This design comes from an exercise in tuning for small area, a short achievable clock period and few clock cycles per item on the open sky130 flow, not from production work. RTL that was checked went through simulation tests only; none was proved equivalent to the original. No functional check of the RTL was part of runs 4 and 5. Power figures rest on the tool's default switching activity, not on a simulated workload.

$ cat flow/flow/run.sh
#!/bin/bash
# Standard layout, with the port buffers made from plain buffers instead of
# the cell buffer_ports picks by default (often a delay cell).
set -e
cp standard.sh standard.sh.txt 2>/dev/null || true
export BUFFER_PORTS_ARGS="-buffer_cell sky130_fd_sc_hd__buf_4"
bash standard.sh > standard.log 2>&1
$ cat flow/constraint.sdc
create_clock -name core_clock -period 7.5 [get_ports {Clock_not}]
set_input_delay 1.5000 -clock core_clock [delete_from_list [all_inputs] [get_ports {Clock_not}]]
set_output_delay 1.5000 -clock core_clock [all_outputs]
set_load 0.01 [all_outputs]
$ cat flow/standard.sh
#!/bin/bash
# synth_recipe.tcl (not shown) runs the flow's synth.tcl, then flattens the netlist and writes it again
# the make line also repeats each setting of config.mk as NAME=value (left out here)
make -C /OpenROAD-flow-scripts/flow DESIGN_CONFIG=/design/flow/config.mk WORK_HOME=/design/flow/orfs CLKGATE_MAP_FILE= SYNTH_SCRIPT=/design/flow/synth_recipe.tcl "${@:-finish}"
$ cat flow/design.v
`default_nettype none
package risc14Pkg;
	typedef struct packed {
		logic [7-1:0] laneHi;  
		logic [7-1:0] laneLo;  
	} risc14Lanes;
	typedef union packed {
		logic [14-1:0] scalar;
		risc14Lanes lanes;
	} risc14Word;
endpackage
`default_nettype wire
`default_nettype none
module mulTree
(
	input wire logic [13:0] a,
	input wire logic [13:0] b,
	output logic [13:0] sumRow,
	output logic [13:0] carryRow
);
	wire one0 = b[0] ^ 1'b0;
	wire two0 = (b[1] & ~b[0] & ~1'b0) | (~b[1] & b[0] & 1'b0);
	wire neg0 = b[1];
	wire pp0_0 = ((one0 & a[0]) | (two0 & 1'b0)) ^ neg0;
	wire pp0_1 = ((one0 & a[1]) | (two0 & a[0])) ^ neg0;
	wire pp0_2 = ((one0 & a[2]) | (two0 & a[1])) ^ neg0;
	wire pp0_3 = ((one0 & a[3]) | (two0 & a[2])) ^ neg0;
	wire pp0_4 = ((one0 & a[4]) | (two0 & a[3])) ^ neg0;
	wire pp0_5 = ((one0 & a[5]) | (two0 & a[4])) ^ neg0;
	wire pp0_6 = ((one0 & a[6]) | (two0 & a[5])) ^ neg0;
	wire pp0_7 = ((one0 & a[7]) | (two0 & a[6])) ^ neg0;
	wire pp0_8 = ((one0 & a[8]) | (two0 & a[7])) ^ neg0;
	wire pp0_9 = ((one0 & a[9]) | (two0 & a[8])) ^ neg0;
	wire pp0_10 = ((one0 & a[10]) | (two0 & a[9])) ^ neg0;
	wire pp0_11 = ((one0 & a[11]) | (two0 & a[10])) ^ neg0;
	wire pp0_12 = ((one0 & a[12]) | (two0 & a[11])) ^ neg0;
	wire pp0_13 = ((one0 & a[13]) | (two0 & a[12])) ^ neg0;
	wire one1 = b[2] ^ b[1];
	wire two1 = (b[3] & ~b[2] & ~b[1]) | (~b[3] & b[2] & b[1]);
	wire neg1 = b[3];
	wire pp1_0 = ((one1 & a[0]) | (two1 & 1'b0)) ^ neg1;
	wire pp1_1 = ((one1 & a[1]) | (two1 & a[0])) ^ neg1;
	wire pp1_2 = ((one1 & a[2]) | (two1 & a[1])) ^ neg1;
	wire pp1_3 = ((one1 & a[3]) | (two1 & a[2])) ^ neg1;
	wire pp1_4 = ((one1 & a[4]) | (two1 & a[3])) ^ neg1;
	wire pp1_5 = ((one1 & a[5]) | (two1 & a[4])) ^ neg1;
	wire pp1_6 = ((one1 & a[6]) | (two1 & a[5])) ^ neg1;
	wire pp1_7 = ((one1 & a[7]) | (two1 & a[6])) ^ neg1;
	wire pp1_8 = ((one1 & a[8]) | (two1 & a[7])) ^ neg1;
	wire pp1_9 = ((one1 & a[9]) | (two1 & a[8])) ^ neg1;
	wire pp1_10 = ((one1 & a[10]) | (two1 & a[9])) ^ neg1;
	wire pp1_11 = ((one1 & a[11]) | (two1 & a[10])) ^ neg1;
	wire one2 = b[4] ^ b[3];
	wire two2 = (b[5] & ~b[4] & ~b[3]) | (~b[5] & b[4] & b[3]);
	wire neg2 = b[5];
	wire pp2_0 = ((one2 & a[0]) | (two2 & 1'b0)) ^ neg2;
	wire pp2_1 = ((one2 & a[1]) | (two2 & a[0])) ^ neg2;
	wire pp2_2 = ((one2 & a[2]) | (two2 & a[1])) ^ neg2;
	wire pp2_3 = ((one2 & a[3]) | (two2 & a[2])) ^ neg2;
	wire pp2_4 = ((one2 & a[4]) | (two2 & a[3])) ^ neg2;
	wire pp2_5 = ((one2 & a[5]) | (two2 & a[4])) ^ neg2;
	wire pp2_6 = ((one2 & a[6]) | (two2 & a[5])) ^ neg2;
	wire pp2_7 = ((one2 & a[7]) | (two2 & a[6])) ^ neg2;
	wire pp2_8 = ((one2 & a[8]) | (two2 & a[7])) ^ neg2;
	wire pp2_9 = ((one2 & a[9]) | (two2 & a[8])) ^ neg2;
	wire one3 = b[6] ^ b[5];
	wire two3 = (b[7] & ~b[6] & ~b[5]) | (~b[7] & b[6] & b[5]);
	wire neg3 = b[7];
	wire pp3_0 = ((one3 & a[0]) | (two3 & 1'b0)) ^ neg3;
	wire pp3_1 = ((one3 & a[1]) | (two3 & a[0])) ^ neg3;
	wire pp3_2 = ((one3 & a[2]) | (two3 & a[1])) ^ neg3;
	wire pp3_3 = ((one3 & a[3]) | (two3 & a[2])) ^ neg3;
	wire pp3_4 = ((one3 & a[4]) | (two3 & a[3])) ^ neg3;
	wire pp3_5 = ((one3 & a[5]) | (two3 & a[4])) ^ neg3;
	wire pp3_6 = ((one3 & a[6]) | (two3 & a[5])) ^ neg3;
	wire pp3_7 = ((one3 & a[7]) | (two3 & a[6])) ^ neg3;
	wire one4 = b[8] ^ b[7];
	wire two4 = (b[9] & ~b[8] & ~b[7]) | (~b[9] & b[8] & b[7]);
	wire neg4 = b[9];
	wire pp4_0 = ((one4 & a[0]) | (two4 & 1'b0)) ^ neg4;
	wire pp4_1 = ((one4 & a[1]) | (two4 & a[0])) ^ neg4;
	wire pp4_2 = ((one4 & a[2]) | (two4 & a[1])) ^ neg4;
	wire pp4_3 = ((one4 & a[3]) | (two4 & a[2])) ^ neg4;
	wire pp4_4 = ((one4 & a[4]) | (two4 & a[3])) ^ neg4;
	wire pp4_5 = ((one4 & a[5]) | (two4 & a[4])) ^ neg4;
	wire one5 = b[10] ^ b[9];
	wire two5 = (b[11] & ~b[10] & ~b[9]) | (~b[11] & b[10] & b[9]);
	wire neg5 = b[11];
	wire pp5_0 = ((one5 & a[0]) | (two5 & 1'b0)) ^ neg5;
	wire pp5_1 = ((one5 & a[1]) | (two5 & a[0])) ^ neg5;
	wire pp5_2 = ((one5 & a[2]) | (two5 & a[1])) ^ neg5;
	wire pp5_3 = ((one5 & a[3]) | (two5 & a[2])) ^ neg5;
	wire one6 = b[12] ^ b[11];
	wire two6 = (b[13] & ~b[12] & ~b[11]) | (~b[13] & b[12] & b[11]);
	wire neg6 = b[13];
	wire pp6_0 = ((one6 & a[0]) | (two6 & 1'b0)) ^ neg6;
	wire pp6_1 = ((one6 & a[1]) | (two6 & a[0])) ^ neg6;
	wire s1 = pp0_10 ^ pp1_8;
	wire c2 = pp0_10 & pp1_8;
	wire s3 = pp0_11 ^ pp1_9;
	wire c4 = pp0_11 & pp1_9;
	wire p7 = pp0_12 ^ pp1_10;
	wire s5 = p7 ? ~pp2_8 : pp2_8;
	wire c6 = p7 ? pp2_8 : pp0_12;
	wire s8 = pp3_6 ^ pp4_4;
	wire c9 = pp3_6 & pp4_4;
	wire p12 = pp0_13 ^ pp1_11;
	wire s10 = p12 ? ~pp2_9 : pp2_9;
	wire c11 = p12 ? pp2_9 : pp0_13;
	wire s13 = pp3_7 ^ pp4_5;
	wire c14 = pp3_7 & pp4_5;
	wire s15 = pp0_6 ^ pp1_4;
	wire c16 = pp0_6 & pp1_4;
	wire s17 = pp0_7 ^ pp1_5;
	wire c18 = pp0_7 & pp1_5;
	wire p21 = pp0_8 ^ pp1_6;
	wire s19 = p21 ? ~pp2_4 : pp2_4;
	wire c20 = p21 ? pp2_4 : pp0_8;
	wire s22 = pp3_2 ^ pp4_0;
	wire c23 = pp3_2 & pp4_0;
	wire p26 = pp0_9 ^ pp1_7;
	wire s24 = p26 ? ~pp2_5 : pp2_5;
	wire c25 = p26 ? pp2_5 : pp0_9;
	wire s27 = pp3_3 ^ pp4_1;
	wire c28 = pp3_3 & pp4_1;
	wire p31 = pp2_6 ^ pp3_4;
	wire s29 = p31 ? ~pp4_2 : pp4_2;
	wire c30 = p31 ? pp4_2 : pp2_6;
	wire p34 = pp5_0 ^ neg5;
	wire s32 = p34 ? ~s1 : s1;
	wire c33 = p34 ? s1 : pp5_0;
	wire p37 = pp2_7 ^ pp3_5;
	wire s35 = p37 ? ~pp4_3 : pp4_3;
	wire c36 = p37 ? pp4_3 : pp2_7;
	wire p40 = pp5_1 ^ s3;
	wire s38 = p40 ? ~c2 : c2;
	wire c39 = p40 ? c2 : pp5_1;
	wire p43 = pp5_2 ^ pp6_0;
	wire s41 = p43 ? ~neg6 : neg6;
	wire c42 = p43 ? neg6 : pp5_2;
	wire p46 = s5 ^ s8;
	wire s44 = p46 ? ~c4 : c4;
	wire c45 = p46 ? c4 : s5;
	wire p49 = pp5_3 ^ pp6_1;
	wire s47 = p49 ? ~s10 : s10;
	wire c48 = p49 ? s10 : pp5_3;
	wire p52 = s13 ^ c6;
	wire s50 = p52 ? ~c9 : c9;
	wire c51 = p52 ? c9 : s13;
	wire s53 = pp0_4 ^ pp1_2;
	wire c54 = pp0_4 & pp1_2;
	wire s55 = pp0_5 ^ pp1_3;
	wire c56 = pp0_5 & pp1_3;
	wire p59 = pp2_2 ^ pp3_0;
	wire s57 = p59 ? ~neg3 : neg3;
	wire c58 = p59 ? neg3 : pp2_2;
	wire p62 = pp2_3 ^ pp3_1;
	wire s60 = p62 ? ~s17 : s17;
	wire c61 = p62 ? s17 : pp2_3;
	wire p65 = neg4 ^ s19;
	wire s63 = p65 ? ~s22 : s22;
	wire c64 = p65 ? s22 : neg4;
	wire p68 = s24 ^ s27;
	wire s66 = p68 ? ~c20 : c20;
	wire c67 = p68 ? c20 : s24;
	wire p71 = s29 ^ s32;
	wire s69 = p71 ? ~c25 : c25;
	wire c70 = p71 ? c25 : s29;
	wire p74 = s35 ^ s38;
	wire s72 = p74 ? ~c30 : c30;
	wire c73 = p74 ? c30 : s35;
	wire p77 = s41 ^ s44;
	wire s75 = p77 ? ~c36 : c36;
	wire c76 = p77 ? c36 : s41;
	wire p80 = s47 ^ s50;
	wire s78 = p80 ? ~c42 : c42;
	wire c79 = p80 ? c42 : s47;
	wire s81 = pp0_2 ^ pp1_0;
	wire c82 = pp0_2 & pp1_0;
	wire s83 = pp0_3 ^ pp1_1;
	wire c84 = pp0_3 & pp1_1;
	wire p87 = pp2_0 ^ neg2;
	wire s85 = p87 ? ~s53 : s53;
	wire c86 = p87 ? s53 : pp2_0;
	wire p90 = pp2_1 ^ s55;
	wire s88 = p90 ? ~c54 : c54;
	wire c89 = p90 ? c54 : pp2_1;
	wire p93 = s15 ^ s57;
	wire s91 = p93 ? ~c56 : c56;
	wire c92 = p93 ? c56 : s15;
	wire p96 = c16 ^ s60;
	wire s94 = p96 ? ~c58 : c58;
	wire c95 = p96 ? c58 : c16;
	wire p99 = c18 ^ s63;
	wire s97 = p99 ? ~c61 : c61;
	wire c98 = p99 ? c61 : c18;
	wire p102 = c23 ^ s66;
	wire s100 = p102 ? ~c64 : c64;
	wire c101 = p102 ? c64 : c23;
	wire p105 = c28 ^ s69;
	wire s103 = p105 ? ~c67 : c67;
	wire c104 = p105 ? c67 : c28;
	wire p108 = c33 ^ s72;
	wire s106 = p108 ? ~c70 : c70;
	wire c107 = p108 ? c70 : c33;
	wire p111 = c39 ^ s75;
	wire s109 = p111 ? ~c73 : c73;
	wire c110 = p111 ? c73 : c39;
	wire p114 = c45 ^ s78;
	wire s112 = p114 ? ~c76 : c76;
	wire c113 = p114 ? c76 : c45;
	assign sumRow = {s112, s109, s106, s103, s100, s97, s94, s91, s88, s85, s83, neg1, pp0_1, pp0_0};
	assign carryRow = {c110, c107, c104, c101, c98, c95, c92, c89, c86, c84, c82, s81, 1'b0, neg0};
endmodule
`default_nettype wire
`timescale 1ns/100ps
`default_nettype none
module risc14Exec
(
	input wire logic Clock_not,
	input wire logic rstN,
	input wire logic psel,
	input wire logic penable,
	input wire logic pwrite,
	input wire logic [8-1:0] paddr,
	input wire logic [32-1:0] pwdata,
	output logic [32-1:0] prdata,
	output logic pready,
	output logic pslverr
);
	localparam logic [3:0] K_CPY = 4'd0;   
	localparam logic [3:0] K_ADD = 4'd1;   
	localparam logic [3:0] K_VEC = 4'd2;   
	localparam logic [3:0] K_MULF = 4'd3;  
	localparam logic [3:0] K_NOT = 4'd4;
	localparam logic [3:0] K_AND = 4'd5;
	localparam logic [3:0] K_OR = 4'd6;
	localparam logic [3:0] K_XOR = 4'd7;
	localparam logic [3:0] K_SRL = 4'd8;
	localparam logic [3:0] K_SRA = 4'd9;
	localparam logic [3:0] K_ROTL = 4'd10;
	localparam logic [3:0] K_ROTR = 4'd11;
	localparam logic [3:0] K_NONE = 4'd15;  
	logic [14-1:0] regFile [0:16-1];
	logic [12-1:0] statusReg;
	logic [14-1:0] opA;  
	logic [14-1:0] opB;  
	logic [4-1:0] destIdx;
	logic [3:0] kOp;
	logic isSub;
	logic commit;   
	logic mulBusy;  
	logic errQ;
	logic [5-1:0] wordIdx;
	logic [6-1:0] opc;
	logic setup;
	logic isReg, isInstr, isStatus;
	logic opcLegal, useImm, instrExec, hostWrite, isMul;
	logic [3:0] kNew;
	assign wordIdx = paddr[6:2];
	assign opc = pwdata[13:8];
	assign setup = psel & ~penable;
	assign isReg = ~wordIdx[4];
	assign isInstr = (wordIdx == 5'd16);
	assign isStatus = (wordIdx == 5'd17);
	always_comb begin
		opcLegal = 1'b1;
		useImm = 1'b0;
		kNew = K_CPY;
		case (opc)
			6'h02: kNew = K_CPY;
			6'h05, 6'h06: kNew = K_ADD;
			6'h07, 6'h08: begin kNew = K_ADD; useImm = 1'b1; end
			6'h09: kNew = K_MULF;
			6'h0B: kNew = K_NOT;
			6'h0C: kNew = K_AND;
			6'h0D: kNew = K_OR;
			6'h0E: kNew = K_XOR;
			6'h0F: begin kNew = K_SRL; useImm = 1'b1; end
			6'h10: begin kNew = K_SRA; useImm = 1'b1; end
			6'h11: begin kNew = K_ROTL; useImm = 1'b1; end
			6'h12: begin kNew = K_ROTR; useImm = 1'b1; end
			6'h17, 6'h18: kNew = K_VEC;
			default: opcLegal = 1'b0;
		endcase
	end
	assign instrExec = isInstr & pwrite & opcLegal;
	assign hostWrite = isReg & pwrite;
	assign isMul = (opc == 6'h09);
	logic [14-1:0] mulSum, mulCarry;
	mulTree mulUnit (.a(opA), .b(opB), .sumRow(mulSum), .carryRow(mulCarry));
	logic readA, writeA, selSr, keepB, immB;
	logic [16-1:0] selA, selB;
	logic [14-1:0] portB, nextA, nextB;
	assign readA = ~mulBusy & ~pwrite;
	assign writeA = ~mulBusy & pwrite;
	assign selSr = ~mulBusy & ~pwrite & isStatus;
	assign keepB = ~mulBusy & ~hostWrite & ~useImm;
	assign immB = ~mulBusy & (hostWrite | useImm);
	always_comb begin
		nextA = ({14{mulBusy}} & mulSum)
			| ({14{selSr}} & {{(14-12){1'b0}}, statusReg});
		portB = '0;
		for (int i = 0; i < 16; i++) begin
			selA[i] = (readA & isReg & (wordIdx[4-1:0] == i))
				| (writeA & (pwdata[7:4] == i));
			selB[i] = (pwdata[3:0] == i);
			nextA = nextA | ({14{selA[i]}} & regFile[i]);
			portB = portB | ({14{selB[i]}} & regFile[i]);
		end
		nextB = ({14{mulBusy}} & mulCarry)
			| ({14{keepB}} & portB)
			| ({14{~mulBusy & hostWrite}} & pwdata[14-1:0])
			| ({14{immB}}
				& {{(14-4){1'b0}}, pwdata[3:0]});
	end
	always_ff @(posedge Clock_not) begin
		mulBusy <= setup & instrExec & isMul;
		commit <= (setup & (hostWrite | (instrExec & ~isMul))) | mulBusy;
		errQ <= ~(isReg | instrExec | (isStatus & ~pwrite));
		destIdx <= hostWrite ? wordIdx[4-1:0] : pwdata[7:4];
		isSub <= ~hostWrite & ((opc == 6'h06) | (opc == 6'h08) | (opc == 6'h18));
		kOp <= ~rstN ? K_NONE : (mulBusy ? K_MULF : (hostWrite ? K_CPY : kNew));
		opA <= nextA;
		opB <= nextB;
	end
	logic isVec;
	logic [14-1:0] bx, prop, gen;
	logic gapX, gapY;
	logic [16:0] sum;
	logic [14-1:0] addRes;
	assign isVec = (kOp == K_VEC);
	assign bx = opB ^ {14{isSub}};
	assign prop = opA ^ bx;
	assign gen = opA & bx;
	assign gapX = ~isVec | isSub;
	assign gapY = isVec & isSub;
	assign sum = {1'b0, opA[13:7], gapX, opA[6:0], 1'b1} + {1'b0, bx[13:7], gapY, bx[6:0], isSub};
	assign addRes = {sum[15:9], sum[7:1]};
	logic [1:0] shamt;
	logic [2:0] fill;
	logic [16:0] shrOut;
	logic [27:0] rotl;
	assign shamt = opB[1:0];
	assign fill = (kOp == K_ROTR) ? opA[2:0] : ((kOp == K_SRA) ? {3{opA[13]}} : 3'b000);
	assign shrOut = {fill, opA} >> shamt;
	assign rotl = {opA, opA} << shamt;
	logic selAdd, selProp, selGen, selShr, selRotl, selNot, selCpy;
	assign selAdd = ((kOp == K_ADD) | (kOp == K_VEC) | (kOp == K_MULF));
	assign selProp = ((kOp == K_XOR) | (kOp == K_OR));
	assign selNot = (kOp == K_NOT);
	assign selCpy = (kOp == K_CPY);
	assign selGen = ((kOp == K_AND) | (kOp == K_OR));
	assign selShr = ((kOp == K_SRL) | (kOp == K_SRA) | (kOp == K_ROTR));
	assign selRotl = (kOp == K_ROTL);
	logic [14-1:0] result, otherRes;
	assign otherRes = ({14{selProp}} & prop)
		| ({14{selGen}} & gen)
		| ({14{selShr}} & shrOut[13:0])
		| ({14{selRotl}} & rotl[27:14])
		| ({14{selNot}} & ~opA)
		| ({14{selCpy}} & opB);
	assign result = ({14{selAdd}} & addRes) | otherRes;
	logic [14-1:0] zCarry;
	logic zLoAdd, zHiAdd;
	assign zCarry = {opA[12:7] | bx[12:7], isVec ? isSub : (opA[6] | bx[6]),
		opA[5:0] | bx[5:0], isSub};
	assign zLoAdd = (prop[6:0] == zCarry[6:0]);
	assign zHiAdd = (prop[13:7] == zCarry[13:7]);
	logic zLo, zHi;
	logic flagC, flagV, loC, loV;
	logic wrCV, wrNZ, wrLane;
	assign zLo = (zLoAdd | ~selAdd) & (otherRes[6:0] == '0);
	assign zHi = (zHiAdd | ~selAdd) & (otherRes[13:7] == '0);
	assign flagC = sum[16] ^ isSub;
	assign flagV = (opA[13] == bx[13]) & (addRes[13] != opA[13]);
	assign loC = sum[8] ^ isSub;
	assign loV = (opA[6] == bx[6]) & (addRes[6] != opA[6]);
	assign wrCV = commit & (kOp == K_ADD);
	assign wrNZ = commit & ((kOp == K_ADD) | (kOp == K_MULF) | (kOp == K_NOT)
		| (kOp == K_AND) | (kOp == K_OR) | (kOp == K_XOR));
	assign wrLane = commit & isVec;
	always_ff @(posedge Clock_not) begin
		for (int i = 0; i < 16; i++) begin
			if (!rstN || (commit && destIdx == i)) begin
				regFile[i] <= result;
			end
		end
	end
	always_ff @(posedge Clock_not) begin
		if (!rstN || wrCV) begin
			statusReg[11] <= rstN & flagC;
			statusReg[9] <= rstN & flagV;
		end
		if (!rstN || wrNZ) begin
			statusReg[10] <= rstN & result[13];
			statusReg[8] <= rstN & zLo & zHi;
		end
		if (!rstN || wrLane) begin
			statusReg[7:0] <= {8{rstN}} & {flagC, result[13], flagV, zHi,
				loC, result[6], loV, zLo};
		end
	end
	assign prdata = {{(32-14){1'b0}}, opA};
	assign pready = ~mulBusy;
	assign pslverr = errQ;
endmodule
`default_nettype wire
$ cat flow/config.mk
export PLATFORM = sky130hd
export DESIGN_NAME = risc14Exec
export DESIGN_NICKNAME = risc14Exec
export VERILOG_FILES = /design/flow/design.v
export SDC_FILE = /design/flow/constraint.sdc
export NUM_CORES = 4
export LEC_CHECK = 0
export ABC_AREA = 0
export CAP_MARGIN = 20
export CORE_MARGIN = 2
export CORE_UTILIZATION = 50
export SETUP_SLACK_MARGIN = 4.5
export SLEW_MARGIN = 20
export TNS_END_PERCENT = 5
==> notes.md, run 1 <==
* Hold Slack at 0.545 ns
* Core region area at 33500 sq um
* Number of top-level design ports at 79
* CTS sink count at 276
* Setup_tns at 0 ns
* Top area cells in the synthesized netlist: edfxtp_1 (42%), dfxtp_1 (4.7%), a22oi_1 (4.4%)
* Instance count of the mapped netlist at 1625
* Count of H-tree levels built during CTS at 1
* IO buf count at 39
* Worst Max-Slew Pin Slew at 1.08 ns
* Via count of the routed design at 15.6k
* Remaining global-route overflow at 0
* CTS tree: done
* Area share of the largest cell type after synthesis at 41.6%
* Synth Register Bits at 276
* Power density over cell area at 349 nW/um^2
* Number of global-route vias before repair at 14.4k
* Sequential cell area at 7930 sq um
* Number of rows created at floorplan at 67
* Top cells by count, synth: edfxtp_1 (236), a22oi_1 (100), nor2_1 (100), nand2_1 (99), clkbuf_1 (90)
* Fraction of layout instances using a drive strength above 1 at 21.7%
* Die outline area at 35500 sq um
* Max-slew violation count at 0
* Final GP Congestion at 0.941
* Count of synthesis-stage warnings from yosys at 2
* Number of remaining DRC errors at 0
* Inserted Clock Buffers at 27
* Detailed Place HPWL at 42100 um
* Proportion of synthesized chip area in sequential cells at 46.3%
* Cell area after synthesis at 17000 sq um
* Yosys cell types at 86
* Hold Vio Cnt, Final at 0
* Largest driver fanout on the critical path at 14
* Number of DRC markers after the initial detailed-route iteration at 2051
* Outcome: finished clean
* Pre-Repair DR Iteration Count at 7
* Clock-pin slew on the worst setup and hold paths at 0.07 ns
* Insertion delay to the later sink of the worst-skew pair at 0.54 ns
* Area of combinational cells with multiple inputs at 9350 sq um
* Number of buffers on the longest clock path at 3
* Most common cell in the netlist: edfxtp_1
* Antenna Violating Nets Remaining at 0
* Count of endpoints failing setup in the final report at 0
* Critical Path Sink Type: register
* Post-layout util at 61.2%
* Maximum resistive drop on vdd at 226 uV
* Post-synthesis cell type with the largest combined area: edfxtp_1
* EDFF count, synth at 236
* CTS Root Cell: clkbuf_16
* Skew final at 0.0160 ns
* Data arrival time of the critical path at 3.66 ns
* Number of violations of the max-capacitance limit at 0
* Chip Width at 189 um
* Type of the tightest min-delay check: register to register
* Element type at the critical path start: input port
* Slew HR at 27.7%
* Largest net degree at the start of global routing at 41
* R2r setup slk at 4.38 ns
* Overall routing resource usage at 36.6%
* Fraction of registers with async set/reset at 0%
* Post-CTS Hold Fix Bufs at 0
* Starting utilization of the core area at 50.8%
* Required time worst endpoint at 7.98 ns
* Filler cell count at 2750
* Antenna violations before repair at 1
* Number of nets at the end of the flow at 1776
* Average detailed-routed wire length per instance at 32.1 um
* Unrepaired setup endpoints after global routing: true
* Wire length of the first global-routing pass at 95800 um
* Synthesis-to-finish area growth at 20.5%
* Highest clock rate at 314 MHz
* Clock period minus worst slack at 3.18 ns
* Average footprint of a synthesized cell at 10.5 sq um
* Leakage power figure at 7.54 nW
* Detailed-route wire length at 69300 um
* Period utilisation layout at 42.4%
* Overall die height at 189 um
* Number of vias per cell after detailed routing at 7.23
* Type of the worst setup path: input port to register
* Ys flop type: edfxtp_1
[stage by stage]
step / total power, mW / area, sq um / instances / worst slack, ns
floorplan: 4.40 / 17300 / 1642 / 4.21
global placement: 5.22 / 18000 / 2039 / 3.41
detailed placement: 5.26 / 18000 / 2039 / 3.35
CTS: 6.88 / 20000 / 2136 / 4.42
global route: 7.40 / 20500 / 2154 / 4.33
finish: 7.15 / 20500 / 2155 / 4.32
[cell usage in the layout (no fill, tap or decap), types with 12 or more instances in the layout]
master	n
nand4_1	34
buf_4	120
buf_12	15
nand3_1	25
a21oi_1	55
mux2i_1	18
a32oi_1	17
clkbuf_16	30
nand2b_1	24
o21ai_0	54
dfxtp_1	24
conb_1	18
inv_1	40
nand2_1	94
maj3_1	12
a221oi_1	72
nand3b_1	13
a22oi_1	100
buf_6	12
xor2_1	31
a211oi_1	12
o21ai_2	14
a21o_1	16
xnor2_1	46
nor2b_1	16
nor2_1	91
a222oi_1	16
o22ai_1	26
nor3_1	12
edfxtp_1	236
ha_1	34
a22o_1	59
[cells by family (layout without fill, tap and decap cells)]
logic type	count (synthesis)	count (layout)	share of synthesized area, %
other	1	19	0.0220
adder cells (fa/ha/maj)	60	60	4.21
flip-flops	276	276	46.3
XOR/XNOR	101	101	6.28
multiplexers	24	24	1.52
AND/OR/NAND/NOR	393	395	11.6
buffers and inverters	191	252	4.84
AO/OA/AOI/OAI	579	580	25.2
[final timing paths]
kind,cells past startpoint,endpoint,start
worst max register to register,12,regFile[3][11]$_DFFE_PP_,isSub$_DFF_P_
worst max-delay path,8,opB[13]$_DFF_P_,pwdata[2]
worst min-delay path,2,opA[5]$_DFF_P_,regFile[7][5]$_DFFE_PP_
worst min register to register,2,opA[5]$_DFF_P_,regFile[7][5]$_DFFE_PP_
[layer usage]
layer  share of wire (%)  GRT usage (%)  wire (um)  up-vias
met4                 6.8           19.0       4680        0
met1                  36           47.3      25200     7560
met2                  45           58.2      31000     1194
met5                   0              0          0        -
met3                  12           7.56       8440      283
li1                    -              -          -     6534
[state kept, by name (all words and copies together) (netlist names)]
name / flops
commit: 1
destIdx: 4
errQ: 1
isSub: 1
kOp: 4
mulBusy: 1
opA: 14
opB: 14
regFile: 224
statusReg: 12
[layout make-up]
class | count | share of cell area, %
Tap cell | 448 | 2.73
Clock inverter | 11 | 0.445
Antenna cell | 1 | 0.0122
Timing Repair Buffer | 159 | 7.96
Sequential cell | 276 | 38.7
Inverter | 44 | 0.847
Clock buffer | 38 | 3.79
Multi-Input combinational cell | 1178 | 45.6
[critical path, cell delays in order]
cell      delay, ns
buf_8          0.13
nand2b_4       0.19
nor3_4         0.82
a221oi_2       0.17
nand4_1        0.29
a32o_2         0.29
a31o_2         0.12
o32a_1         0.13
[what timing repair did]
action                     4_1_cts  5_1_grt
resized for setup              126       63
gates cloned                     7        4
pin swaps                       35       33
setup buffers                   41       14
setup endpoints to repair      244      163
[where the power goes]
part	internal [mW]	switching [mW]	total, mW
logic	1.44	1.95	3.38
registers	2.14	0.286	2.42
clock network	0.759	0.588	1.35
Testbench counts, summed over its fixed seeds: cycles 19,530, transfers 9,600.
==> run 2, diff against run 1 <==
--- a/flow/config.mk
+++ b/flow/config.mk
@@ -5,10 +5,12 @@
 export SDC_FILE = /design/flow/constraint.sdc
 export NUM_CORES = 4
 export LEC_CHECK = 0
-export ABC_AREA = 0
+export ABC_AREA = 1
 export CAP_MARGIN = 20
 export CORE_MARGIN = 2
 export CORE_UTILIZATION = 50
+export CTS_BUF_LIST = sky130_fd_sc_hd__clkbuf_8
+export CTS_CLUSTER_SIZE = 20
 export SETUP_SLACK_MARGIN = 4.5
 export SLEW_MARGIN = 20
 export TNS_END_PERCENT = 5
==> run 2 against run 1 <==
Final cell count increased by 24%; critical endpoint is now opA[11]$_DFF_P_; design area rose by 0.49%; synthesized cell count increased by 25%; largest power group unchanged; largest cell class unchanged; wire length increased by 1.2%.
==> notes.md, run 2 <==
* Slew HR at 25.8%
* Highest clock rate at 311 MHz
* Skew final at 0.0445 ns
* Maximum resistive drop on vdd at 177 uV
* Antenna violations before repair at 1
* Register bank with the most flops: regFile
* Most common cell in the netlist: nand2_1
* Fraction of the mapped netlist area in adder cells at 3.29%
* Cell family with the largest share of critical-path delay: simple AND/OR/NAND/NOR gates
* Post-CTS Hold Fix Bufs at 0
* EDFF count, synth at 236
* Proportion of synthesized chip area in sequential cells at 46.1%
* Number of nets at the end of the flow at 2272
* Crit path max-delay cell type: a211oi_1
* Number of violations of the max-capacitance limit at 0
* Count of endpoints failing setup in the final report at 0
* Fraction of layout instances using a drive strength above 1 at 19.4%
* Cell area after placement at 18000 sq um
* Max-slew violation count at 0
* Top cells by count, synth: nand2_1 (496), inv_1 (273), edfxtp_1 (236), nand3_1 (124), nor2_1 (121)
* Synthesis-to-finish area growth at 20.6%
* Via count of the routed design at 16.5k
* Fin area at 20600 sq um
* Number of buffers and inverters on the critical path at 5
* Cell-by-cell listing of the critical path: buf_4 > inv_1 > nor2_2 > nand3_2 > inv_1 > a22oi_2 > buf_6 > clkinvlp_4 > nand2_1 > nand3_1 > a211oi_1 > nand4_1 > nor4_4 > nand2_1
* Ys flop type: edfxtp_1
* Leakage power figure at 8.58 nW
* Number of buffers on the longest clock path at 3
* Synth Register Bits at 276
* Yosys cell types at 64
* Top area cells in the synthesized netlist: edfxtp_1 (41%), nand2_1 (11%), inv_1 (6.0%)
* IO buf count at 39
* Cell area after synthesis at 17100 sq um
* CTS tree: done
* Instance count of the mapped netlist at 2030
* Antenna Violating Nets Remaining at 0
* Combinational family with the most area after synthesis: simple AND/OR/NAND/NOR gates
* Power density over cell area at 318 nW/um^2
* Synthesized-area fraction occupied by xor and xnor cells at 3.67%
* Count of synthesis-stage warnings from yosys at 2
* Registers with the highest flip-flop counts: regFile x224, opA x14, opB x14
* Complex-gate fraction of the synthesized area at 17.5%
* Inserted Clock Buffers at 49
* Outcome: finished clean
* Post-Synth Simple-Gate Area at 20.6%
* CTS Root Cell: clkbuf_8
* Largest net degree at the start of global routing at 35
* Final GP Congestion at 0.998
* Core region area at 33600 sq um
* Area share of the largest cell type after synthesis at 41.4%
* Multiplexer fraction of the synthesized cell area at 0%
* Number of top-level design ports at 79
* Average detailed-routed wire length per instance at 26.3 um
* Detailed Place HPWL at 48100 um
* Largest incremental delay on the critical path at 0.51 ns
* Starting utilization of the core area at 50.9%
* Wire length of the first global-routing pass at 99500 um
* Commonest non-fill, non-tap cells in the layout: nand2_1 (486), inv_1 (265), edfxtp_1 (236)
* Worst Max-Slew Pin Slew at 1.11 ns
* Hold Vio Cnt, Final at 0
* Remaining global-route overflow at 0
* Overall routing resource usage at 38.3%
* Number of vias per cell after detailed routing at 6.17
* Cells on Worst Hold Path at 2
* Largest driver fanout on the critical path at 5
* Pre-Repair DR Iteration Count at 6
* Cell count along the critical path at 14
* Post-synthesis cell type with the largest combined area: edfxtp_1
* Number of remaining DRC errors at 0
* Data arrival time of the critical path at 3.70 ns
* Overall die height at 189 um
* CTS sink count at 276
* Fraction of registers with async set/reset at 0%
* Period utilisation layout at 42.9%
* Required time worst endpoint at 7.99 ns
* Flip-flop count of the largest register, all copies and words added at 224
* Number of rows created at floorplan at 67
* Worst reg2reg path depth at 13
* Final Total Pwr at 6.55 mW
* Type of the tightest min-delay check: register to register
* Detailed-route wire length at 70100 um
* Number of DRC markers after the initial detailed-route iteration at 2197
* Chip Width at 189 um
* Type of the worst setup path: input port to register
* Insertion delay to the later sink of the worst-skew pair at 0.63 ns
* Clock period minus worst slack at 3.22 ns
* Unrepaired setup endpoints after global routing: true
* Number of global-route vias before repair at 15.4k
* Setup_tns at 0 ns
* Clock-pin slew on the worst setup and hold paths at 0.07 ns
* Post-layout util at 61.4%
* Element type at the critical path start: input port
* Commonest non-fill, non-tap cell in the layout: nand2_1
* Critical Path Sink Type: register
* Count of H-tree levels built during CTS at 2
* Average footprint of a synthesized cell at 8.42 sq um
* Die outline area at 35700 sq um
## run 2: cell types whose count changed after synthesis, moves of 18 or more
cell | before | now
nand3_1 | 28 | 124
a22oi_1 | 100 | 3
o21ai_0 | 81 | 118
o22ai_1 | 27 | 72
xnor2_1 | 47 | 18
nand2_1 | 99 | 496
inv_1 | 43 | 273
nor2_1 | 100 | 121
clkbuf_1 | 90 | 32
a22o_1 | 59 | 9
a221oi_1 | 84 | 49
nand2b_1 | 28 | 1
mux2i_1 | 18 | 0
## run 2: through the flow
stage	cells	hold WS [ns]	setup slack [ns]
2_1_floorplan	2047	0.460	4.35
3_3_place_gp	2505	0.492	2.85
3_5_place_dp	2506	0.517	2.81
4_1_cts	2631	0.520	4.34
5_1_grt	2667	0.551	4.30
6_report	2668	0.522	4.28
## run 2: final cells by class
cell class | count | area [sq um]
antenna | 1 | 2.50
clock buffer | 55 | 757
clock inverter | 33 | 248
fill | 2954 | 13000
inverter | 282 | 1140
multi-input combinational | 1410 | 8600
sequential | 276 | 7920
tap | 448 | 561
timing repair buffer | 162 | 1390
timing repair inverter | 1 | 5.00
## run 2: path summary, 6_finish.rpt
check                                             from              end  slack, ns
worst max-delay path                            pwrite  opA[11]$_DFF_P_       4.28
worst min register to register  statusReg[5]$_DFFE_PP_   opA[5]$_DFF_P_       0.52
worst min-delay path            statusReg[5]$_DFFE_PP_   opA[5]$_DFF_P_       0.52
worst max register to register          opA[3]$_DFF_P_   opA[4]$_DFF_P_       4.40
## run 2: worst reg2reg max path: stages (launching register included)
cell and delay (ns):
dfxtp_4 0.44, clkinvlp_4 0.21, buf_4 0.24, nor2_1 0.10
inv_1 0.08, nand3_1 0.09, o21ai_0 0.17, ha_1 0.34
nand2_1 0.07, inv_1 0.04, o21ai_1 0.36, nand4_1 0.16
a211oi_1 0.41, nand3_1 0.21
## run 2: layer usage
layer  track usage (%)  wire [um]  up-vias
li1                  -          -     7406
met3              8.12       7890      283
met1              47.8      25900     7705
met5                 0         67        -
met4              19.4       4680        2
met2              63.0      31500     1076
## run 2: cells by family (layout without fill, tap and decap cells)
group,Yosys count,count (layout)
AOI/OAI and AO/OA,445,446
DFF,276,276
adders and majority gates,45,45
buffers and inverters,363,533
other,1,19
xor gates and xnor gates,69,69
and+or+nand+nor,831,832
## run 2: timing repair
| action | CTS | global route |
|---|---|---|
| resized for setup | 97 | 117 |
| pin swaps | 15 | 29 |
| cloned | 4 | 3 |
| endpoints found under the hold margin | 0 | 0 |
| setup buffers | 33 | 32 |
| endpoints found under the setup margin | 210 | 178 |
## run 2: report_power, final
part	internal (mW)	switching [mW]	total [mW]
Combinational	0.951	1.77	2.72
Clock	0.810	0.665	1.47
Sequential	2.11	0.243	2.36
Total	3.87	2.68	6.55
==> run 3, diff against run 2 <==
--- a/flow/config.mk
+++ b/flow/config.mk
@@ -9,8 +9,6 @@
 export CAP_MARGIN = 20
 export CORE_MARGIN = 2
 export CORE_UTILIZATION = 50
-export CTS_BUF_LIST = sky130_fd_sc_hd__clkbuf_8
-export CTS_CLUSTER_SIZE = 20
-export SETUP_SLACK_MARGIN = 4.5
+export SETUP_SLACK_MARGIN = 5.0
 export SLEW_MARGIN = 20
 export TNS_END_PERCENT = 5
==> run 3 against run 2 <==
Synthesized cell count unchanged; area after synthesis unchanged; global-route usage increased by 0.083 points; clock skew decreased by 0.027 ns; maximum frequency increased by 5.4%; utilization increased by 0.082 points; worst hold slack got worse by 0.0037 ns; flip-flop and latch count unchanged; design area increased by 0.13%; sequential share of layout area decreased by 0.057 points; final cell count decreased by 1.6%; first-iteration DRC count increased by 6.0%; largest power group unchanged.
==> notes.md, run 3 <==
* Antenna violations before repair at 0
* Insertion delay to the later sink of the worst-skew pair at 0.58 ns
* Internal power of the cells at 3.93 mW
* Cell area after synthesis at 17100 sq um
* Top area cells in the synthesized netlist: edfxtp_1 (41%), nand2_1 (11%), inv_1 (6.0%)
* Period utilisation layout at 40.7%
* Type of the worst setup path: input port to register
* Crit path from: pwrite
* Slew HR at 32.2%
* Starting utilization of the core area at 50.9%
* Fraction of the mapped netlist area in adder cells at 3.29%
* Commonest non-fill, non-tap cell in the layout: nand2_1
* Detailed-route wire length at 70400 um
* Chip Width at 189 um
* Yosys cell types at 64
* Cells after DPL at 2505
* Synthesized-area fraction occupied by xor and xnor cells at 3.67%
* Number of buffers on the longest clock path at 3
* Overall routing resource usage at 38.4%
* Number of antenna repair diodes at 0
* Switching power share of the total at 40.4%
* Critical R2R Launch: opA[3]$_DFF_P_
* Required time worst endpoint at 7.95 ns
* Pre-Repair DR Iteration Count at 8
* Via count of the routed design at 16.5k
* Post-layout util at 61.4%
* Clock period minus worst slack at 3.05 ns
* Count of H-tree levels built during CTS at 1
* Number of top-level design ports at 79
* Number of nets at the end of the flow at 2242
* Instance count of the mapped netlist at 2030
* Synth Register Bits at 276
* Final Total Pwr at 6.59 mW
* Max-slew violation count at 0
* Core region area at 33600 sq um
* Hold Vio Cnt, Final at 0
* Die outline area at 35700 sq um
* Post-Synth Simple-Gate Area at 20.6%
* Element type at the critical path start: input port
* CTS tree: done
* Remaining global-route overflow at 0
* CTS sink count at 276
* Worst R2R End: opA[4]$_DFF_P_
* Area share of the largest cell type after synthesis at 41.4%
* Worst Max-Slew Pin Slew at 1.01 ns
* Setup_tns at 0 ns
* Average detailed-routed wire length per instance at 26.8 um
* CTS Root Cell: clkbuf_16
* Number of DRC markers after the initial detailed-route iteration at 2329
* Data arrival time of the critical path at 3.50 ns
* Final GP Congestion at 0.983
* Critical Path Sink Type: register
* Count of endpoints failing setup in the final report at 0
* Fraction of registers with async set/reset at 0%
* Clock-pin slew on the worst setup and hold paths at 0.07 ns
* Sequential group share of total power at 35.9%
* Worst reg2reg path depth at 13
* Average footprint of a synthesized cell at 8.42 sq um
* Commonest non-fill, non-tap cells in the layout: nand2_1 (480), inv_1 (241), edfxtp_1 (236)
* Largest driver fanout on the critical path at 12
* Post-synthesis cell type with the largest combined area: edfxtp_1
* Highest clock rate at 328 MHz
* Outcome: finished clean
* Post-Layout Cell Count at 2624
* Number of rows created at floorplan at 67
* Number of global-route vias before repair at 15.6k
* Largest net degree at the start of global routing at 35
* Ys flop type: edfxtp_1
* Maximum resistive drop on vdd at 215 uV
* Fraction of layout instances using a drive strength above 1 at 19.3%
* R2r setup slk at 4.48 ns
* Synthesis-to-finish area growth at 20.8%
* Complex-gate fraction of the synthesized area at 17.5%
* Combinational family with the most area after synthesis: simple AND/OR/NAND/NOR gates
* Type of the tightest min-delay check: register to register
* Antenna Violating Nets Remaining at 0
* Register bank with the most flops: regFile
* Overall die height at 189 um
* Leakage power figure at 8.44 nW
* Worst setup endpoint: opA[9]$_DFF_P_
* Top cells by count, synth: nand2_1 (496), inv_1 (273), edfxtp_1 (236), nand3_1 (124), nor2_1 (121)
* Power density over cell area at 319 nW/um^2
* Switching power at 2.66 mW
* Inserted Clock Buffers at 30
* Flip-flop count of the largest register, all copies and words added at 224
* Registers with the highest flip-flop counts: regFile x224, opA x14, opB x14
* Number of vias per cell after detailed routing at 6.30
* Fraction of power consumed by the clock network at 22.6%
* Multiplexer fraction of the synthesized cell area at 0%
* Combinational share of power at 41.6%
* Unrepaired setup endpoints after global routing: true
* Proportion of synthesized chip area in sequential cells at 46.1%
* Most common cell in the netlist: nand2_1
* EDFF count, synth at 236
* Number of remaining DRC errors at 0
* Number of violations of the max-capacitance limit at 0
* Post-CTS Hold Fix Bufs at 0
* Wire length of the first global-routing pass at 100000 um
* Detailed Place HPWL at 48500 um
* IO buf count at 39
* Count of synthesis-stage warnings from yosys at 2
* Filler cell count at 2991
* Skew final at 0.0172 ns
[run 3: cell counts after synthesis]
Identical to the previous run, type by type.
[run 3: per-layer routing]
metal / routed length (um) / GRT usage, %
met1: 25900 / 47.8
met5: 0 / 0
met2: 31100 / 61.1
met3: 7760 / 8.01
met4: 5560 / 24.0
[run 3: critical path, stage by stage]
cell and delay, ns:
buf_4 0.09, nor2_1 0.04, inv_1 0.08, nor2_2 0.07, inv_2 0.11, nor2_4 0.07, a22oi_2 0.27, inv_1 0.12
buf_6 0.19, nand2_1 0.07, nand3_1 0.09, a211oi_2 0.20, nand3_1 0.16, nor4_4 0.34, nand2_1 0.10
[run 3: final cells by class]
type	instances	area, sq um	share of cell area, %
inverters	282	1170	5.65
well taps	448	561	2.71
repair inverters	1	5.00	0.0242
flip-flops and latches	276	7920	38.4
multi-input cells	1410	8720	42.2
repair buffers	151	1300	6.31
clock inverters	19	179	0.866
clock buffers	37	798	3.87
[run 3: cell families after synthesis]
| logic type | after synthesis |
|---|---|
| buf+inv | 363 |
| compound gates | 445 |
| xor+xnor | 69 |
| other cells | 1 |
| simple gates | 831 |
| flops | 276 |
| fa+ha+maj | 45 |
[run 3: stage by stage]
step                      setup slack [ns]  instance area, sq um  hold slack (ns)
after floorplan                       4.58                 17300            0.460
after global placement                3.30                 18100            0.498
after detailed placement              3.29                 18100            0.503
after CTS                             4.50                 19900            0.519
after global routing                  4.38                 20700            0.556
final                                 4.45                 20700            0.518
[run 3: power by group through the flow]
stage | Clock [mW] | Sequential, mW | Combinational (mW)
finish | 1.49 | 2.36 | 2.74
global route | 1.56 | 2.39 | 2.97
CTS | 1.49 | 2.34 | 2.47
detailed placement | 0 | 2.36 | 2.31
global placement | 0 | 2.35 | 2.26
floorplan | 0 | 2.26 | 1.70
[run 3: worst min-delay path by stage]
| stage | startpoint | endpoint | slack, ns | cells after the start |
|---|---|---|---|---|
| after CTS | statusReg[5]$_DFFE_PP_ | opA[5]$_DFF_P_ | 0.52 | 2 |
| final | statusReg[5]$_DFFE_PP_ | opA[5]$_DFF_P_ | 0.52 | 2 |
| after global routing | statusReg[5]$_DFFE_PP_ | opA[5]$_DFF_P_ | 0.56 | 2 |
| after global placement | statusReg[5]$_DFFE_PP_ | opA[5]$_DFF_P_ | 0.50 | 2 |
| after floorplan | regFile[11][4]$_DFFE_PP_ | opA[4]$_DFF_P_ | 0.46 | 2 |
| after detailed placement | statusReg[5]$_DFFE_PP_ | opA[5]$_DFF_P_ | 0.50 | 2 |
[run 3: timing repair]
action | 4_1_cts | 5_1_grt
gates resized for setup | 116 | 106
endpoints found under the setup margin | 280 | 279
pin swaps | 10 | 29
cloned | 2 | 4
buffers inserted | 35 | 22
==> run 4, diff against run 3 <==
--- a/flow/design.v
+++ b/flow/design.v
@@ -361,17 +361,11 @@
 		| ({14{selNot}} & ~opA)
 		| ({14{selCpy}} & opB);
 	assign result = ({14{selAdd}} & addRes) | otherRes;
-	logic [14-1:0] zCarry;
-	logic zLoAdd, zHiAdd;
-	assign zCarry = {opA[12:7] | bx[12:7], isVec ? isSub : (opA[6] | bx[6]),
-		opA[5:0] | bx[5:0], isSub};
-	assign zLoAdd = (prop[6:0] == zCarry[6:0]);
-	assign zHiAdd = (prop[13:7] == zCarry[13:7]);
 	logic zLo, zHi;
 	logic flagC, flagV, loC, loV;
 	logic wrCV, wrNZ, wrLane;
-	assign zLo = (zLoAdd | ~selAdd) & (otherRes[6:0] == '0);
-	assign zHi = (zHiAdd | ~selAdd) & (otherRes[13:7] == '0);
+	assign zLo = (result[6:0] == '0);
+	assign zHi = (result[13:7] == '0);
 	assign flagC = sum[16] ^ isSub;
 	assign flagV = (opA[13] == bx[13]) & (addRes[13] != opA[13]);
 	assign loC = sum[8] ^ isSub;
==> run 4 against run 3 <==
Still clean; non-clock buffer count is 106 higher; sequential share of layout area fell by 2.2 points; clock power is essentially flat; count of clock-buffer cells in the layout decreased by 4; global-route usage fell by 1.5 points; first-iteration DRC count down 12%; via count is 0.90% higher; area after synthesis shrank 1.5%; critical path type is now register to register; largest power group unchanged; highest routed layer is now met5.
==> notes.md, run 4 <==
* Outcome: finished clean
* Largest driver fanout on the critical path at 17
* Average detailed-routed wire length per instance at 25.6 um
* Met2 routed WL at 31000 um
* Met3 Wirelength at 7150 um
* Worst Max-Slew Pin Slew at 1.13 ns
* Top area cells in the synthesized netlist: edfxtp_1 (42%), nand2_1 (10%), inv_1 (5.8%)
* Internal power of the cells at 3.94 mW
* Number of global-route vias before repair at 15.2k
* Yosys cell types at 66
* Most common cell in the netlist: nand2_1
* Top cells by count, synth: nand2_1 (466), inv_1 (259), edfxtp_1 (236), nand3_1 (131), nor2_1 (113)
* Number of DRC markers after the initial detailed-route iteration at 2053
* Type of the tightest min-delay check: register to register
* Ys flop type: edfxtp_1
* Register bank with the most flops: regFile
* Insertion delay to the later sink of the worst-skew pair at 0.57 ns
* Switching power at 2.59 mW
* Combinational share of power at 41.3%
* Core region area at 33400 sq um
* Skew final at 0.0179 ns
* Instance count of the mapped netlist at 1986
* Unrepaired setup endpoints after global routing: true
* Commonest non-fill, non-tap cell in the layout: nand2_1
* Period utilisation layout at 38.7%
* Largest net degree at the start of global routing at 39
* Final GP Congestion at 0.978
* CTS tree: done
* Fraction of registers with async set/reset at 0%
* Chip Width at 188 um
* Leakage power figure at 9.11 nW
* Overall die height at 188 um
* Average footprint of a synthesized cell at 8.48 sq um
* Fraction of power consumed by the clock network at 22.5%
* Area share of the largest cell type after synthesis at 42.1%
* Proportion of synthesized chip area in sequential cells at 46.8%
* Number of buffers on the longest clock path at 3
* Switching power share of the total at 39.6%
* Fin area at 21900 sq um
* Post-layout util at 65.7%
* Number of top-level design ports at 79
* Detailed Place HPWL at 46700 um
* Number of nets at the end of the flow at 2291
* Element type at the critical path start: register
* Fraction of layout instances using a drive strength above 1 at 29.4%
* Number of rows created at floorplan at 67
* Clock-pin slew on the worst setup and hold paths at 0.06 ns
* Critical Path Sink Type: register
* Synth Register Bits at 276
* Post-Layout Cell Count at 2687
* Max-slew violation count at 0
* Count of H-tree levels built during CTS at 1
* Highest routed layer: met5
* Clock period minus worst slack at 2.90 ns
* Inserted Clock Buffers at 30
* Highest clock rate at 344 MHz
* Cell area after placement at 17700 sq um
* Count of endpoints failing setup in the final report at 0
* Pre-Repair DR Iteration Count at 6
* Type of the worst setup path: register to register
* Flip-flop count of the largest register, all copies and words added at 224
* Registers with the highest flip-flop counts: regFile x224, opA x14, opB x14
* IO buf count at 39
* CTS Root Cell: clkbuf_16
* Remaining global-route overflow at 0
* Detailed-route wire length at 68700 um
* Final Total Pwr at 6.53 mW
* Synthesis-to-finish area growth at 30.1%
* Min setup slack post-route at 4.60 ns
* CTS sink count at 276
* Power density over cell area at 298 nW/um^2
* Antenna Violating Nets Remaining at 0
* Overall routing resource usage at 36.9%
* Met1 Wirelength at 25600 um
* EDFF count, synth at 236
* Starting utilization of the core area at 50.5%
* Commonest non-fill, non-tap cells in the layout: nand2_1 (420), edfxtp_1 (236), inv_1 (204)
* Number of violations of the max-capacitance limit at 0
* Cells after DPL at 2455
* Worst slack at placement at 2.71 ns
* Post-synthesis cell type with the largest combined area: edfxtp_1
* Die outline area at 35200 sq um
* Wire length of the first global-routing pass at 96600 um
* Number of vias per cell after detailed routing at 6.21
* Hold Slack at 0.481 ns
* Setup_tns at 0 ns
* Slew HR at 24.3%
* Antenna violations before repair at 3
* Cell area after synthesis at 16800 sq um
* Maximum resistive drop on vdd at 199 uV
* Count of synthesis-stage warnings from yosys at 2
* Via count of the routed design at 16.7k
* Number of remaining DRC errors at 0
* Sequential group share of total power at 36.2%
* Data arrival time of the critical path at 3.30 ns
* Hold Vio Cnt, Final at 0
* Required time worst endpoint at 7.90 ns
run 4: changes by cell type after synthesis, moves of 12 or more:
cell / change
o21ai_0: -13
nand2_1: -30
xnor2_1: -15
ha_1: -13
inv_1: -14
o211ai_1: +12
run 4: cells by family after synthesis:
group	synth area share, %
simple gates	20.9
compound gates	18.0
buf+inv	8.85
flops	46.8
xor+xnor	3.06
fa+ha+maj	2.38
other cells	0.0223
run 4: cell type report:
type	instances	area [sq um]
Fill cell	2709	11500
Multi-Input combinational cell	1373	8930
Sequential cell	276	7930
Timing Repair Buffer	257	2340
Inverter	275	1160
Clock buffer	33	783
Tap cell	448	561
Clock inverter	22	190
Timing Repair inverter	1	8.76
Antenna cell	2	5.00
run 4: power by group through the flow:
stage                     sequential (mW)  clock (mW)  combinational (mW)
after floorplan                      2.25           0                1.60
after global placement               2.35           0                2.10
after detailed placement             2.36           0                2.14
after CTS                            2.33        1.48                2.35
after global routing                 2.38        1.54                2.94
final                                2.37        1.47                2.69
run 4: final timing paths:
kind	startpoint	to	slack (ns)	cells past startpoint
hold reg to reg	statusReg[2]$_DFFE_PP_	opA[2]$_DFF_P_	0.48	2
setup / recovery	kOp[3]$_SDFF_PN1_	statusReg[8]$_DFFE_PP_	4.60	10
hold / removal	statusReg[2]$_DFFE_PP_	opA[2]$_DFF_P_	0.48	2
setup reg to reg	kOp[3]$_SDFF_PN1_	statusReg[8]$_DFFE_PP_	4.60	10
run 4: metal layers:
layer / global-route usage, % / up-vias
li1: - / 7443
met1: 47.7 / 7847
met2: 57.7 / 1114
met3: 7.26 / 275
met4: 22.0 / 2
met5: 0 / -
run 4: what timing repair did:
| action | 4_1_cts | 5_1_grt |
|---|---|---|
| resized for setup | 223 | 234 |
| gates cloned | 1 | 4 |
| setup endpoints to repair | 281 | 232 |
| pin swaps | 44 | 78 |
| buffers inserted | 91 | 79 |
| hold buffers | 0 | 0 |
run 4: worst max-delay path: stages, from the launching register on:
cell       delay (ns)
dfxtp_1          0.49
nor2_1           0.16
nand2_2          0.27
inv_1            0.18
nand2_1          0.09
o211ai_1         0.09
a2111oi_2        0.60
nand2_2          0.40
nor2_1           0.21
nand2_1          0.09
nor3_1           0.15
==> run 5, diff against run 4 <==
--- a/flow/design.v
+++ b/flow/design.v
@@ -251,6 +251,8 @@
 	logic commit;   
 	logic mulBusy;  
 	logic errQ;
+	logic [14-1:0] resQ;
+	logic wrPend;
 	logic [5-1:0] wordIdx;
 	logic [6-1:0] opc;
 	logic setup;
@@ -290,7 +292,8 @@
 	logic [14-1:0] mulSum, mulCarry;
 	mulTree mulUnit (.a(opA), .b(opB), .sumRow(mulSum), .carryRow(mulCarry));
 	logic readA, writeA, selSr, keepB, immB;
-	logic [16-1:0] selA, selB;
+	logic [16-1:0] selA, selB, pendHit;
+	logic fwdA, fwdB;
 	logic [14-1:0] portB, nextA, nextB;
 	assign readA = ~mulBusy & ~pwrite;
 	assign writeA = ~mulBusy & pwrite;
@@ -300,11 +303,16 @@
 	always_comb begin
 		nextA = ({14{mulBusy}} & mulSum)
 			| ({14{selSr}} & {{(14-12){1'b0}}, statusReg});
-		portB = '0;
+		fwdA = wrPend & (((readA & isReg) & (wordIdx[4-1:0] == destIdx))
+			| (writeA & (pwdata[7:4] == destIdx)));
+		fwdB = wrPend & (pwdata[3:0] == destIdx);
+		nextA = nextA | ({14{fwdA}} & resQ);
+		portB = {14{fwdB}} & resQ;
 		for (int i = 0; i < 16; i++) begin
-			selA[i] = (readA & isReg & (wordIdx[4-1:0] == i))
-				| (writeA & (pwdata[7:4] == i));
-			selB[i] = (pwdata[3:0] == i);
+			pendHit[i] = wrPend & (destIdx == i);
+			selA[i] = ~pendHit[i] & ((readA & isReg & (wordIdx[4-1:0] == i))
+				| (writeA & (pwdata[7:4] == i)));
+			selB[i] = ~pendHit[i] & (pwdata[3:0] == i);
 			nextA = nextA | ({14{selA[i]}} & regFile[i]);
 			portB = portB | ({14{selB[i]}} & regFile[i]);
 		end
@@ -361,11 +369,17 @@
 		| ({14{selNot}} & ~opA)
 		| ({14{selCpy}} & opB);
 	assign result = ({14{selAdd}} & addRes) | otherRes;
+	logic [14-1:0] zCarry;
+	logic zLoAdd, zHiAdd;
+	assign zCarry = {opA[12:7] | bx[12:7], isVec ? isSub : (opA[6] | bx[6]),
+		opA[5:0] | bx[5:0], isSub};
+	assign zLoAdd = (prop[6:0] == zCarry[6:0]);
+	assign zHiAdd = (prop[13:7] == zCarry[13:7]);
 	logic zLo, zHi;
 	logic flagC, flagV, loC, loV;
 	logic wrCV, wrNZ, wrLane;
-	assign zLo = (result[6:0] == '0);
-	assign zHi = (result[13:7] == '0);
+	assign zLo = (zLoAdd | ~selAdd) & (otherRes[6:0] == '0);
+	assign zHi = (zHiAdd | ~selAdd) & (otherRes[13:7] == '0);
 	assign flagC = sum[16] ^ isSub;
 	assign flagV = (opA[13] == bx[13]) & (addRes[13] != opA[13]);
 	assign loC = sum[8] ^ isSub;
@@ -375,9 +389,13 @@
 		| (kOp == K_AND) | (kOp == K_OR) | (kOp == K_XOR));
 	assign wrLane = commit & isVec;
 	always_ff @(posedge Clock_not) begin
+		resQ <= result;
+		wrPend <= rstN & commit;
+	end
+	always_ff @(posedge Clock_not) begin
 		for (int i = 0; i < 16; i++) begin
-			if (!rstN || (commit && destIdx == i)) begin
-				regFile[i] <= result;
+			if (!rstN || (wrPend && destIdx == i)) begin
+				regFile[i] <= rstN ? resQ : '0;
 			end
 		end
 	end
--- a/flow/config.mk
+++ b/flow/config.mk
@@ -9,6 +9,5 @@
 export CAP_MARGIN = 20
 export CORE_MARGIN = 2
 export CORE_UTILIZATION = 50
-export SETUP_SLACK_MARGIN = 5.0
+export SETUP_SLACK_MARGIN = 4.5
 export SLEW_MARGIN = 20
-export TNS_END_PERCENT = 5
==> run 5 against run 4 <==
Setup slack worse by 0.19 ns; still clean; synthesized cell count up 9.8%; highest routed layer unchanged; wire length up 11%; utilization down 3.3 points; sequential power down 6%; total power down 8.7%.
==> notes.md, run 5 <==
* Number of DRC markers after the initial detailed-route iteration at 2371
* Required time worst endpoint at 7.91 ns
* Detailed Place HPWL at 52600 um
* EDFF count, synth at 236
* Post-CTS Hold Fix Bufs at 0
* Register bank with the most flops: regFile
* Antenna violations before repair at 1
* Commonest non-fill, non-tap cell in the layout: nand2_1
* Leakage power figure at 9.15 nW
* Element type at the critical path start: input port
* Chip Width at 193 um
* Synthesis-to-finish area growth at 23.4%
* Power density over cell area at 269 nW/um^2
* Crit-path most repeated cell: nand2_4
* Outcome: finished clean
* Met1 Wirelength at 27600 um
* Critical R2R Launch: isSub$_DFF_P_
* Average detailed-routed wire length per instance at 27.1 um
* Antenna Violating Nets Remaining at 0
* Number of nets at the end of the flow at 2422
* Core region area at 35500 sq um
* IO buf count at 39
* Count of H-tree levels built during CTS at 2
* Most common cell in the netlist: nand2_1
* Remaining global-route overflow at 0
* Overall die height at 193 um
* Fraction of registers with async set/reset at 0%
* Number of global-route vias before repair at 16.3k
* Setup_tns at 0 ns
* Max-slew violation count at 0
* Largest net degree at the start of global routing at 43
* Number of rows created at floorplan at 69
* CTS tree: done
* Number of top-level design ports at 79
* R2r setup slk at 4.50 ns
* Synth Register Bits at 291
* Highest routed layer: met5
* Proportion of synthesized chip area in sequential cells at 45.6%
* Cells on Worst Hold Path at 2
* Clock period minus worst slack at 3.09 ns
* Largest driver fanout on the critical path at 5
* Clock-pin slew on the worst setup and hold paths at 0.08 ns
* Number of buffers on the longest clock path at 3
* Fin area at 22100 sq um
* Overall routing resource usage at 39.1%
* Number of vias per cell after detailed routing at 6.29
* Number of remaining DRC errors at 0
* Post-synthesis cell type with the largest combined area: edfxtp_1
* Starting utilization of the core area at 50.6%
* Met3 Wirelength at 7700 um
* Area of combinational cells with multiple inputs at 9240 sq um
* Commonest non-fill, non-tap cells in the layout: nand2_1 (486), inv_1 (258), edfxtp_1 (236)
* Die outline area at 37400 sq um
* Post-Layout Cell Count at 2818
* Flip-flop count of the largest register, all copies and words added at 224
* Crit path max-delay cell type: nor4_2
* Skew final at 0.0266 ns
* Yosys cell types at 65
* Filler cell count at 3066
* Data arrival time of the critical path at 3.50 ns
* Number of buffers and inverters on the critical path at 5
* Insertion delay to the later sink of the worst-skew pair at 0.54 ns
* Worst-case hold path end point: wrPend$_DFF_P_
* Largest incremental delay on the critical path at 0.38 ns
* Type of the tightest min-delay check: register to register
* Cell area after synthesis at 17900 sq um
* Top area cells in the synthesized netlist: edfxtp_1 (39%), nand2_1 (11%), inv_1 (6.2%)
* Final GP Congestion at 1.01
* Type of the worst setup path: input port to register
* Cell family with the largest share of critical-path delay: simple AND/OR/NAND/NOR gates
* Cell area after placement at 18600 sq um
* Average footprint of a synthesized cell at 8.23 sq um
* Detailed-route wire length at 76300 um
* Period utilisation layout at 41.3%
* Worst slack at placement at 3.17 ns
* Number of antenna repair diodes at 0
* Cell count along the critical path at 14
* Number of violations of the max-capacitance limit at 0
* Area share of the largest cell type after synthesis at 39.5%
* CTS Root Cell: clkbuf_16
* Ys flop type: edfxtp_1
* Instance count of the mapped netlist at 2180
* Worst Max-Slew Pin Slew at 1.11 ns
* Pre-Repair DR Iteration Count at 8
* Sequential cell area at 8230 sq um
* Cell-by-cell listing of the critical path: buf_8 > clkinvlp_4 > nand2_4 > nor2_4 > nand2_4 > clkinvlp_4 > buf_12 > buf_12 > nand2_4 > o211ai_1 > a21oi_1 > nand4_1 > nor4_2 > o221ai_1
* Cells after DPL at 2639
* Wire length of the first global-routing pass at 108000 um
* Met2 routed WL at 34900 um
* Slew HR at 26.0%
* Inserted Clock Buffers at 34
* Via count of the routed design at 17.7k
* Maximum resistive drop on vdd at 250 uV
* Critical Path Sink Type: register
* CTS sink count at 291
* Unrepaired setup endpoints after global routing: true
* Top cells by count, synth: nand2_1 (537), inv_1 (297), edfxtp_1 (236), nor2_1 (142), o21ai_0 (125)
* Hold Vio Cnt, Final at 0
* Fraction of layout instances using a drive strength above 1 at 21.3%
* Worst R2R End: resQ[10]$_DFF_P_
* Hold Path Origin: commit$_DFF_P_
* Count of endpoints failing setup in the final report at 0
* Count of synthesis-stage warnings from yosys at 2
* Highest clock rate at 323 MHz
* Worst reg2reg path depth at 14
* Min setup slack post-route at 4.41 ns
==> run 5: cell count changes in the layout (fill, tap and decap cells not counted), sizes merged, moves of 15 or more <==
cell,delta
inv,+31
buf,-85
nand2,+57
a21oi,+18
xnor2,+21
dfxtp,+15
nor2,+22
clkinvlp,+20
==> run 5: kinds of logic (layout without fill, tap and decap cells) <==
family	Yosys count	after routing	share of synthesized area, %
flip-flops	291	291	45.6
AND/OR/NAND/NOR	894	894	21.0
adder cells (fa/ha/maj)	45	45	3.14
AO/OA/AOI/OAI	483	483	17.6
other	1	18	0.0209
XOR/XNOR	71	71	3.51
buffers and inverters	393	553	9.01
multiplexers	2	2	0.112
==> run 5: where the power goes <==
group	total, mW	internal, mW	switching, mW
clock network	1.67	0.972	0.700
registers	2.22	2.01	0.201
logic	2.08	0.717	1.36
==> run 5: repair_timing <==
item / CTS / global route
pin swaps: 27 / 68
gates resized for setup: 163 / 193
setup buffers: 71 / 43
endpoints found under the setup margin: 45 / 41
cloned: 1 / 3
==> run 5: stage by stage <==
step	total power [mW]	hold slack [ns]	util, %
final	5.96	0.507	62.4
after floorplan	3.45	0.430	-
after detailed placement	4.00	0.491	52.4
after global routing	6.24	0.535	62.4
after CTS	5.75	0.505	58.9
after global placement	3.96	0.492	52.4
==> run 5: routing by layer <==
metal  vias to the layer above  track usage, %
met2                      1189            63.5
li1                       7864               -
met1                      8331            47.9
met4                         2            25.1
met5                         -               0
met3                       329            7.39
==> run 5: worst max-delay path by stage <==
stage | from | endpoint
floorplan | opB[1]$_DFF_P_ | statusReg[10]$_DFFE_PP_
detailed placement | pwdata[2] | opB[12]$_DFF_P_
CTS | pwdata[8] | opB[12]$_DFF_P_
finish | pwdata[1] | opB[6]$_DFF_P_
global placement | pwdata[4] | opA[10]$_DFF_P_
global route | pwdata[1] | opB[6]$_DFF_P_
==> run 5: tightest hold or removal path: cells and delay by family (launching register included) <==
kind	cells	cell delay [ns]
buf+inv	1	0.04
flops	1	0.35
simple gates	1	0.08
==> run 5: final cells by class <==
| class | count | share of cell area (%) |
|---|---|---|
| inverter | 319 | 6.16 |
| tap | 461 | 2.61 |
| clock buffer | 42 | 4.12 |
| clock inverter | 19 | 0.797 |
| timing repair buffer | 173 | 7.41 |
| sequential | 291 | 37.2 |
| multi-input combinational | 1513 | 41.8 |

## what the ideal ports hide
Ports are ideal in the flow. The routed layouts listed here were re-timed in OpenROAD. Step 1 (the two cells are an assumption about what drives the block):
set clk [get_ports {Clock_not}]
set_driving_cell -lib_cell sky130_fd_sc_hd__clkbuf_16 $clk
set_driving_cell -lib_cell sky130_fd_sc_hd__buf_2 [delete_from_list [all_inputs] $clk]
Step 2 adds t to the input delays and takes it off the output delays; t is the mean of the earliest and latest rising clock arrival at the registers after step 1. Input paths then give back, and output paths get back, about the clock's delay inside the block. Three values: no drivers, after step 1, after step 2; two values: the first two.
run | t, ns | setup slack, ns | worst hold slack (ns) | worst data-port slew with drivers (ns)
run 1 | 0.586 | 4.320 / 4.325 / 3.739 | 0.545 / 0.545 / 0.545 | 0.08
run 2 | 0.657 | 4.284 / 4.315 / 3.657 | 0.522 / 0.522 / 0.522 | 0.03
run 3 | 0.621 | 4.449 / 4.476 / 3.854 | 0.518 / 0.518 / 0.518 | 0.04
run 4 | 0.613 | 4.596 / 4.596 / 4.014 | 0.481 / 0.481 / 0.481 | 0.08
run 5 | 0.577 | 4.406 / 4.330 / 3.753 | 0.507 / 0.507 / 0.507 | 0.14
After both steps setup and hold are still met in every run listed. The setup slack of run 5, which loses most, moves by -0.076 ns with the drivers and by -0.653 ns with both steps.
